Context: an optimization exercise on an open-source flow, tuned for small area. The choices shown serve that exercise and are no tape-out recipe.
Only simulation tests tie the RTL to the original design; equivalence was not proved.
Power and IR drop assume default switching activity. No driver is modelled on the clock port, so clocking that relies on it looks cheaper here than on a real chip.

== P ==
==> flow/design.v <==
`timescale 1ns/1ps
module bf_loader #(
    parameter int MAX_LEN = 255
) (
    input  logic       clk,
    input  logic       nrst,
    input  logic [7:0] h_data,
    input  logic       h_valid,
    input  logic       h_last,
    output logic       h_ready,
    output logic [7:0] p_data,
    output logic       p_valid,
    input  logic       p_ack,
    output logic       p_start,
    input  logic       p_ready,
    output logic       busy,
    output logic       err,
    output logic [1:0] err_code
);
    typedef enum logic [2:0] {
        S_CAPTURE, S_CHECK, S_WAIT_RDY, S_STREAM, S_TERM, S_START, S_RUN_WAIT, S_RUN
    } state_t;
    state_t     state_q, state_d;
    logic [7:0] free_q, free_d, free_m1;
    logic [7:0] depth_q, depth_d;
    logic [4-1:0] ph_q, ph_d;
    logic [3*242-1:0] buf_q;
    logic [2:0]       side_q [0:13-1];
    logic [2:0]       rd_code, tap;
    logic             wr, shift;
    logic       is_cmd, bad_prog;
    function automatic logic [7:0] step8(input logic [7:0] q, input logic up);
        logic t;
        t = 1'b1;
        for (int i = 0; i < 8; i++) begin
            step8[i] = q[i] ^ t;
            t        = t & ~(q[i] ^ up);
        end
    endfunction
    logic [7:0] depth_step;
    logic       depth_up;
    assign bad_prog   = ph_q[0] || (depth_q != 8'd0);
    assign free_m1    = step8(free_q, 1'b0);
    assign depth_step = step8(depth_q, depth_up);
    always_comb begin
        case (h_data)
            8'h2B, 8'h2D, 8'h3C, 8'h3E, 8'h5B, 8'h5D, 8'h2E, 8'h2C: is_cmd = 1'b1;
            default:                                                 is_cmd = 1'b0;
        endcase
    end
    always_ff @(posedge clk) begin
        if (!nrst) begin
            state_q    <= S_CAPTURE;
            free_q     <= 8'd255;
            depth_q    <= 8'd0;
            ph_q       <= '0;
        end else begin
            state_q    <= state_d;
            free_q     <= free_d;
            depth_q    <= depth_d;
            ph_q       <= ph_d;
        end
    end
    always_ff @(posedge clk) begin
        if (shift) buf_q <= {h_data[4], h_data[1], h_data[0], buf_q[3*242-1:3]};
        for (int j = 0; j < 13; j++)
            if (wr && free_q == 8'(255 - j)) side_q[j] <= {h_data[4], h_data[1], h_data[0]};
    end
    logic [2:0] tap0 [0:15];
    logic [2:0] tap1 [0:3];
    logic [2:0] tap2 [0:0];
    always_comb begin
        for (int g = 0; g < 16; g++) tap0[g] = (g < 16) ? buf_q[48*g +: 3] : 3'd0;
        for (int g = 0; g < 4; g++) tap1[g] = tap0[4*g + depth_q[5:4]];
        for (int g = 0; g < 1; g++) tap2[g] = tap1[4*g + depth_q[7:6]];
    end
    assign tap = tap2[0];
    always_comb begin
        case (ph_q)
            4'd0: rd_code = side_q[0];
            4'd1: rd_code = side_q[1];
            4'd2: rd_code = side_q[2];
            4'd3: rd_code = side_q[3];
            4'd4: rd_code = side_q[4];
            4'd5: rd_code = side_q[5];
            4'd6: rd_code = side_q[6];
            4'd7: rd_code = side_q[7];
            4'd8: rd_code = side_q[8];
            4'd9: rd_code = side_q[9];
            4'd10: rd_code = side_q[10];
            4'd11: rd_code = side_q[11];
            4'd12: rd_code = side_q[12];
            default: rd_code = tap;
        endcase
    end
    always_comb begin
        state_d = state_q;
        case (state_q)
            S_CAPTURE:  if (h_valid && h_last) state_d = S_CHECK;
            S_CHECK:    state_d = bad_prog ? S_CAPTURE : S_WAIT_RDY;
            S_WAIT_RDY: if (p_ready) state_d = (free_q == 8'd0) ? S_TERM : S_STREAM;
            S_STREAM:   if (p_ack && free_q == 8'd1) state_d = S_TERM;
            S_TERM:     if (p_ack) state_d = S_START;
            S_START:    state_d = S_RUN_WAIT;
            S_RUN_WAIT: if (!p_ready) state_d = S_RUN;
            S_RUN:      if (p_ready) state_d = S_CAPTURE;
            default:    state_d = S_CAPTURE;
        endcase
    end
    always_comb begin
        free_d     = free_q;
        depth_d    = depth_q;
        ph_d       = ph_q;
        wr         = 1'b0;
        shift      = 1'b0;
        depth_up   = 1'b0;
        case (state_q)
            S_CAPTURE: begin
                if (h_valid) begin
                    ph_d[2:1] = 2'd0;
                    if (is_cmd) begin
                        if (free_q != 8'd0) begin
                            wr     = 1'b1;
                            shift  = 1'b1;
                            free_d = free_m1;
                        end else begin
                            ph_d = 'd1;
                        end
                    end
                    depth_up = (h_data == 8'h5B);
                    if (h_data == 8'h5B) begin
                        if (depth_q != 8'hFF) depth_d = depth_step;
                    end else if (h_data == 8'h5D) begin
                        depth_d = depth_step;
                    end
                end
            end
            S_CHECK: begin
                if (bad_prog) begin
                    ph_d       = {ph_q[0], ~ph_q[0], 1'b0};
                    free_d     = 8'd255;
                    depth_d    = 8'd0;
                end else begin
                    shift   = (free_q[4-1:0] != '0);
                    depth_d = {free_q[7:4], shift ? free_m1[4-1:0] : free_q[4-1:0]};
                    free_d  = ~free_q;
                end
            end
            S_WAIT_RDY: begin
                if (depth_q[4-1:0] != '0) begin
                    shift   = 1'b1;
                    depth_d = depth_step;
                end
            end
            S_STREAM: begin
                if (depth_q[4-1:0] != '0) begin
                    shift   = 1'b1;
                    depth_d = depth_step;
                end
                if (p_ack) begin
                    free_d = free_m1;
                    if (ph_q == 4'd13) shift = 1'b1;
                    else                ph_d  = ph_q + 4'd1;
                end
            end
            S_START: begin
                free_d  = 8'd255;
                depth_d = 8'd0;
                ph_d    = '0;
            end
            default: ;
        endcase
    end
    always_comb begin
        h_ready  = 1'b0;
        p_data   = 8'h00;
        p_valid  = 1'b0;
        p_start  = 1'b0;
        busy     = 1'b0;
        err      = 1'b0;
        err_code = 2'd0;
        if (nrst) begin
            busy     = (state_q != S_CAPTURE);
            case (state_q)
                S_CAPTURE: begin
                    h_ready  = 1'b1;
                    err      = |ph_q[2:1];
                    err_code = ph_q[2:1];
                end
                S_STREAM: begin
                    p_valid = 1'b1;
                    p_data  = {1'b0, rd_code[2] & rd_code[0], ~(rd_code[2] & rd_code[0]),
                               rd_code[2], 1'b1, ~(rd_code[1] & rd_code[0]),
                               rd_code[1], rd_code[0]};
                end
                S_TERM:  p_valid = 1'b1;
                S_START: p_start = 1'b1;
                S_RUN: begin
                    p_data  = h_data;
                    p_valid = h_valid && !p_ready;
                    h_ready = p_ack && !p_ready;
                end
                default: ;
            endcase
        end
    end
endmodule
==> flow/config.mk <==
export PLATFORM = sky130hd
export DESIGN_NAME = bf_loader
export DESIGN_NICKNAME = bf_loader
export VERILOG_FILES = /design/flow/design.v
export SDC_FILE = /design/flow/constraint.sdc
export NUM_CORES = 4
export LEC_CHECK = 0
export CAP_MARGIN = 20
export CORE_MARGIN = 2
export CORE_UTILIZATION = 65
export CTS_BUF_LIST = sky130_fd_sc_hd__clkbuf_16
export CTS_CLUSTER_DIAMETER = 100
export CTS_CLUSTER_SIZE = 30
export SLEW_MARGIN = 20
==> flow/constraint.sdc <==
create_clock -name core_clock -period 10.0 [get_ports {clk}]
set_input_delay 2.0000 -clock core_clock [delete_from_list [all_inputs] [get_ports {clk}]]
set_output_delay 2.0000 -clock core_clock [all_outputs]
set_load 0.01 [all_outputs]
standard.sh (not shown) runs the stock make flow with config.mk's settings and CLKGATE_MAP_FILE= SYNTH_SCRIPT=/design/flow/synth_recipe.tcl, a recipe that flattens the netlist after the stock synthesis.
==> flow/flow/run.sh <==
#!/bin/bash
set -euo pipefail
export BUFFER_PORTS_ARGS="-buffer_cell sky130_fd_sc_hd__buf_1"
export CTS_ARGS="-sink_clustering_enable -repair_clock_nets -sink_clustering_size 30 -sink_clustering_max_diameter 100 -buf_list sky130_fd_sc_hd__clkbuf_16 -dont_use_dummy_load -root_buf sky130_fd_sc_hd__clkbuf_8 -tree_buf sky130_fd_sc_hd__clkbuf_8"
bash standard.sh synth > synth.log 2>&1
bash standard.sh finish > layout.log 2>&1
Setup changes, P to Q
--- a/flow/design.v
+++ b/flow/design.v
@@ -23,11 +23,11 @@
     state_t     state_q, state_d;
     logic [7:0] free_q, free_d, free_m1;
     logic [7:0] depth_q, depth_d;
     logic [4-1:0] ph_q, ph_d;
     logic [3*242-1:0] buf_q;
-    logic [2:0]       side_q [0:13-1];
+    logic [3*13-1:0] side_q;
     logic [2:0]       rd_code, tap;
     logic             wr, shift;
     logic       is_cmd, bad_prog;
     function automatic logic [7:0] step8(input logic [7:0] q, input logic up);
         logic t;
@@ -61,12 +61,11 @@
             ph_q       <= ph_d;
         end
     end
     always_ff @(posedge clk) begin
         if (shift) buf_q <= {h_data[4], h_data[1], h_data[0], buf_q[3*242-1:3]};
-        for (int j = 0; j < 13; j++)
-            if (wr && free_q == 8'(255 - j)) side_q[j] <= {h_data[4], h_data[1], h_data[0]};
+        if (wr && free_q > 8'(255 - 13)) side_q <= {h_data[4], h_data[1], h_data[0], side_q[3*13-1:3]};
     end
     logic [2:0] tap0 [0:15];
     logic [2:0] tap1 [0:3];
     logic [2:0] tap2 [0:0];
     always_comb begin
@@ -75,23 +74,23 @@
         for (int g = 0; g < 1; g++) tap2[g] = tap1[4*g + depth_q[7:6]];
     end
     assign tap = tap2[0];
     always_comb begin
         case (ph_q)
-            4'd0: rd_code = side_q[0];
-            4'd1: rd_code = side_q[1];
-            4'd2: rd_code = side_q[2];
-            4'd3: rd_code = side_q[3];
-            4'd4: rd_code = side_q[4];
-            4'd5: rd_code = side_q[5];
-            4'd6: rd_code = side_q[6];
-            4'd7: rd_code = side_q[7];
-            4'd8: rd_code = side_q[8];
-            4'd9: rd_code = side_q[9];
-            4'd10: rd_code = side_q[10];
-            4'd11: rd_code = side_q[11];
-            4'd12: rd_code = side_q[12];
+            4'd0: rd_code = side_q[2:0];
+            4'd1: rd_code = side_q[5:3];
+            4'd2: rd_code = side_q[8:6];
+            4'd3: rd_code = side_q[11:9];
+            4'd4: rd_code = side_q[14:12];
+            4'd5: rd_code = side_q[17:15];
+            4'd6: rd_code = side_q[20:18];
+            4'd7: rd_code = side_q[23:21];
+            4'd8: rd_code = side_q[26:24];
+            4'd9: rd_code = side_q[29:27];
+            4'd10: rd_code = side_q[32:30];
+            4'd11: rd_code = side_q[35:33];
+            4'd12: rd_code = side_q[38:36];
             default: rd_code = tap;
         endcase
     end
     always_comb begin
         state_d = state_q;
@@ -142,10 +141,11 @@
                     depth_d    = 8'd0;
                 end else begin
                     shift   = (free_q[4-1:0] != '0);
                     depth_d = {free_q[7:4], shift ? free_m1[4-1:0] : free_q[4-1:0]};
                     free_d  = ~free_q;
+                    ph_d    = (free_q > 8'(255 - 13)) ? 4'(free_q - 8'(255 - 13)) : '0;
                 end
             end
             S_WAIT_RDY: begin
                 if (depth_q[4-1:0] != '0) begin
                     shift   = 1'b1;
On global-route met1 utilization, Q and P are neck and neck. P -> Q: reported net switching power decreased by more than 10%. Going from P to Q, worst hold slack shrinks by 0.016 ns. Q against P: final cell count without fillers went down, met3 capacity usage during global routing went down, cell area after layout went down. Q gives less met3 wire length than P did. Diff P -> Q: last weighted congestion value of the routability-driven placer decreased by 0.044 relative to the old numbers; number of clock buffer instances in the layout neither gained nor lost much. Q against P: sequential power has decreased, fraction of power spent switching nets has increased, instance area after placement has decreased, worst setup slack has increased. Looking at synthesized instance count, Q sits 1.1% lower than P does.

==> separate check: timing with driven ports <==
In the flow no input, the clock included, has a driving cell. The finished layouts below were timed again as built, in two steps.
Step 1: set_driving_cell puts a clkbuf_16 on clk and a buf_2 on each other input, an assumption about the parent block.
Step 2 also shifts input and output timing later by t, the mid clock arrival at the registers, as if the neighbouring blocks saw the same clock.
Slacks: ideal ports / drivers / drivers and shift; pairs: ideal ports / drivers.
run | t (ns) | slack for setup (ns) | worst register clock-pin slew, ns
P | 0.764 | 3.747 / 3.717 / 3.717 | 0.11 / 0.11
Q | 0.742 | 4.189 / 4.136 / 4.393 | 0.12 / 0.12
After both steps every run listed still meets setup and hold. The setup slack of P, which loses most, moves by -0.030 ns with the drivers and by -0.030 ns with both steps.
